Source: an optimization exercise on an open RTL-to-GDS flow (aim: small area and a short achievable clock period). Production flows keep margins and buffers that such runs may drop. The RTL was checked by simulation tests, not by an equivalence proof against the original design. No activity file was given, so power comes from the tool's default toggle rates.

==> flow/design.v (excerpt) <==
module efi_dot_product_accum_top (
   input  logic         clk0,
   input  logic         aclr0,
   input  logic         ena,
   input  logic         in_valid,
   input  logic         in_first,
   input  logic         in_last,
   input  logic [63:0]  ax,
   input  logic [63:0]  ay,
   output logic         out_valid,
   output logic [47:0]  result,
   output logic         out_overflow
);
   efi_dot_product_accum u_core (
      .clk0         (clk0),
      .aclr0        (aclr0),
      .ena          (ena),
      .in_valid     (in_valid),
      .in_first     (in_first),
      .in_last      (in_last),
      .ax           (ax),
      .ay           (ay),
      .out_valid    (out_valid),
      .result       (result),
      .out_overflow (out_overflow)
   );
endmodule
==> flow/config.mk <==
export PLATFORM = sky130hd
export DESIGN_NAME = efi_dot_product_accum_top
export DESIGN_NICKNAME = efi_dot_product_accum_top
export VERILOG_FILES = /design/flow/design.v
export SDC_FILE = /design/flow/constraint.sdc
export NUM_CORES = 4
export LEC_CHECK = 0
export ABC_AREA = 1
export CAP_MARGIN = 20
export CORE_MARGIN = 2
export CORE_UTILIZATION = 40
export CTS_BUF_LIST = sky130_fd_sc_hd__clkbuf_8
export CTS_CLUSTER_DIAMETER = 100
export CTS_CLUSTER_SIZE = 14
export SETUP_SLACK_MARGIN = 4.0
export SLEW_MARGIN = 20
export SYNTH_HIERARCHICAL = 1
==> flow/constraint.sdc <==
create_clock -name core_clock -period 7.5 [get_ports {clk0}]
set_input_delay 1.5000 -clock core_clock [delete_from_list [all_inputs] [get_ports {clk0}]]
set_output_delay 1.5000 -clock core_clock [all_outputs]
set_load 0.01 [all_outputs]
standard.sh (not shown) runs the stock make flow with config.mk's settings and CLKGATE_MAP_FILE= SYNTH_SCRIPT=/design/flow/synth_recipe.tcl, a recipe that flattens the netlist after the stock synthesis.
==> flow/flow/run.sh <==
#!/bin/bash
# The standard layout (the standard.sh, unchanged synthesis), with the
# port buffers that placement inserts made plain buf_2 cells instead of the
# delay buffers buffer_ports picks by default.
set -euo pipefail
export BUFFER_PORTS_ARGS="-buffer_cell sky130_fd_sc_hd__buf_2"
bash standard.sh > standard.log 2>&1
Change:
SETUP_SLACK_MARGIN = 3.85   (was 4.0)
TNS_END_PERCENT = 10   (was unset)
Combinational power barely changes.
Sequential power hardly moves.
Sequential share of layout area stays flat.
Via count came out higher by 0.35%.
Design area is about the same.
Routed wire length hardly moves.
Area after synthesis is unchanged.
Clock skew stays flat.
Clock power hardly moves.
Change:
CORE_UTILIZATION = 55   (was 40)
TNS_END_PERCENT = unset   (was 10)
The new run passed the timing, design-rule and antenna checks.
Final cell count came out lower by 7.2%.
Sequential power stays flat.
Power shrinks by 0.72%.
Wire length is higher by 2.9%.
Register-to-register slack is worse by 0.14 ns.
Area after synthesis does not change.
Change:
==> flow/flow/run.sh (replaced) <==
#!/bin/bash
# The standard layout (the standard.sh, unchanged synthesis), with the
# port buffers that placement inserts made plain buf_1 cells instead of the
# delay buffers buffer_ports picks by default.
set -euo pipefail
export BUFFER_PORTS_ARGS="-buffer_cell sky130_fd_sc_hd__buf_1"
bash standard.sh > standard.log 2>&1
CORE_UTILIZATION = 40   (was 55)
Outcome: Total power grows by 1.2%. Via count shrinks by 1.4%. Sequential cell count stays the same. Cell area grows by 0.75%. Maximum frequency grows by 1.9%. Utilization shrinks by 16 points. Global-route usage shrinks by 9.1 points. Clock skew shrinks by 0.0031 ns. Clock-buffer cell count grows by 2. Wire length shrinks by 0.50%.


efi_dot_product_accum_top again, from the RTL that the note above started with.
==> flow/config.mk <==
export PLATFORM = sky130hd
export DESIGN_NAME = efi_dot_product_accum_top
export DESIGN_NICKNAME = efi_dot_product_accum_top
export VERILOG_FILES = /design/flow/design.v
export SDC_FILE = /design/flow/constraint.sdc
export NUM_CORES = 4
export LEC_CHECK = 0
export ABC_AREA = 1
export CAP_MARGIN = 20
export CORE_MARGIN = 2
export CORE_UTILIZATION = 40
export CTS_BUF_LIST = sky130_fd_sc_hd__clkbuf_8
export CTS_CLUSTER_DIAMETER = 100
export CTS_CLUSTER_SIZE = 14
export SETUP_SLACK_MARGIN = 4.0
export SLEW_MARGIN = 20
export SYNTH_HIERARCHICAL = 1
==> flow/constraint.sdc <==
create_clock -name core_clock -period 7.5 [get_ports {clk0}]
set_input_delay 1.5000 -clock core_clock [delete_from_list [all_inputs] [get_ports {clk0}]]
set_output_delay 1.5000 -clock core_clock [all_outputs]
set_load 0.01 [all_outputs]
==> flow/flow/run.sh <==
#!/bin/bash
# The standard layout (the standard.sh, unchanged synthesis), with the
# port buffers that placement inserts made plain buf_1 cells instead of the
# delay buffers buffer_ports picks by default.
set -euo pipefail
export BUFFER_PORTS_ARGS="-buffer_cell sky130_fd_sc_hd__buf_1"
bash standard.sh > standard.log 2>&1
The baseline ran to the end with no violations.
Next try:
==> flow/flow/run.sh (replaced) <==
#!/bin/bash
# The standard layout (the standard.sh, unchanged synthesis), with the
# port buffers that placement inserts made plain buf_2 cells instead of the
# delay buffers buffer_ports picks by default.
set -euo pipefail
export BUFFER_PORTS_ARGS="-buffer_cell sky130_fd_sc_hd__buf_2"
bash standard.sh > standard.log 2>&1
CTS_CLUSTER_DIAMETER = not set   (was 100)
CTS_CLUSTER_SIZE = not set   (was 14)
First-iteration DRC count came out lower by 11%; worst hold slack is about the same; routed wire length shrinks by 1.9%; total power goes up by 4.4%; clock power climbs by 58%; global-route usage goes down by 0.23 points; sequential power stays flat.


Starting RTL as in the previous note.
clock: 7.5 ns
lec_check: 0
abc_area: 1
cap_margin: 20
core_margin: 2
core_utilization: 40
cts_buf_list: sky130_fd_sc_hd__clkbuf_8
setup_slack_margin: 4.3
slew_margin: 20
synth_hierarchical: 1
tns_end_percent: 10
==> flow/flow/run.sh <==
#!/bin/bash
# The standard layout (the standard.sh, unchanged synthesis), with the
# port buffers that placement inserts made plain buf_2 cells instead of the
# delay buffers buffer_ports picks by default.
set -euo pipefail
export BUFFER_PORTS_ARGS="-buffer_cell sky130_fd_sc_hd__buf_2"
bash standard.sh > standard.log 2>&1
The baseline finished with timing, DRC and antenna clean.
Next try:
CTS_CLUSTER_DIAMETER = 100   (was default)
CTS_CLUSTER_SIZE = 14   (was default)
SETUP_SLACK_MARGIN = 3.85   (was 4.3)
TNS_END_PERCENT = default   (was 10)
What happened: Synthesized area does not change. Count of clock-buffer cells in the layout goes down by 56. Sequential share of layout area climbs by 3.0 points. Setup slack gets worse by 0.17 ns.


Starting RTL as in the previous note.
clock: 7.5 ns
lec_check: 0
abc_area: 1
cap_margin: 20
core_margin: 2
core_utilization: 40
cts_buf_list: sky130_fd_sc_hd__clkbuf_8
cts_cluster_diameter: 100
cts_cluster_size: 14
setup_slack_margin: 4.2
slew_margin: 20
synth_hierarchical: 1
tns_end_percent: 10
==> flow/flow/run.sh <==
#!/bin/bash
# The standard layout (the standard.sh, unchanged synthesis), with the
# port buffers that placement inserts made plain buf_1 cells instead of the
# delay buffers buffer_ports picks by default.
set -euo pipefail
export BUFFER_PORTS_ARGS="-buffer_cell sky130_fd_sc_hd__buf_1"
bash standard.sh > standard.log 2>&1
Next try:
SETUP_SLACK_MARGIN = 3.7   (was 4.2)
TNS_END_PERCENT = not set   (was 10)
Result:
- worst setup slack degrades by 70 ps
- design area falls by 3.3%
- critical path depth does not change
- count of clock-buffer cells in the layout does not change
- routed wire length decreases by 0.49%
- worst hold slack hardly moves
- sequential share of layout area increases by 1.2 points
- power went down by 0.65%

==> port drivers added, routing unchanged <==
Ports are ideal in the flow. The routed layouts listed here were re-timed in OpenROAD.
Step 1 assumes that a clkbuf_16 drives the clock port and a buf_2 every other input.
Step 2 times the ports against the registers' clock, not the clock port: input delays grow and output delays shrink by t, the midpoint of the rising clock arrivals with the driver on.
Slacks: ideal ports / drivers / drivers and shift; pairs: ideal ports / drivers.
| run | t (ns) | slack for setup (ns) | worst hold slack (ns) | latest minus earliest clock arrival (ns) | slew at the worst register clock pin (ns) |
|---|---|---|---|---|---|
| the first run of note 1 | 0.789 | 4.075 / 4.075 / 3.822 | 0.426 / 0.426 / 0.426 | 0.022 / 0.022 | 0.10 / 0.10 |
| the second run of note 1 | 0.790 | 4.101 / 4.101 / 3.823 | 0.426 / 0.426 / 0.426 | 0.023 / 0.023 | 0.10 / 0.10 |
| the third run of note 1 | 0.760 | 3.965 / 3.965 / 3.665 | 0.424 / 0.424 / 0.424 | 0.047 / 0.047 | 0.10 / 0.10 |
| the fourth run of note 1 | 0.803 | 4.032 / 4.032 / 3.558 | 0.417 / 0.417 / 0.417 | 0.041 / 0.042 | 0.11 / 0.11 |
| the first run of note 2 | 0.801 | 4.037 / 4.037 / 3.561 | 0.418 / 0.418 / 0.418 | 0.048 / 0.048 | 0.11 / 0.11 |
| the second run of note 2 | 0.819 | 4.047 / 4.047 / 3.844 | 0.415 / 0.415 / 0.415 | 0.052 / 0.052 | 0.06 / 0.06 |
| the first run of note 3 | 0.819 | 4.273 / 4.273 / 3.825 | 0.415 / 0.415 / 0.415 | 0.051 / 0.050 | 0.07 / 0.07 |
| the second run of note 3 | 0.790 | 4.101 / 4.101 / 3.823 | 0.426 / 0.426 / 0.426 | 0.023 / 0.023 | 0.10 / 0.10 |
| the first run of note 4 | 0.799 | 4.111 / 4.111 / 3.560 | 0.417 / 0.417 / 0.417 | 0.040 / 0.041 | 0.11 / 0.11 |
| the second run of note 4 | 0.801 | 4.041 / 4.041 / 3.565 | 0.417 / 0.417 / 0.417 | 0.045 / 0.045 | 0.11 / 0.11 |
After both steps setup and hold are still met in every run listed. The setup slack of the first run of note 4, which loses most, moves by 0.000 ns with the drivers and by -0.551 ns with both steps.
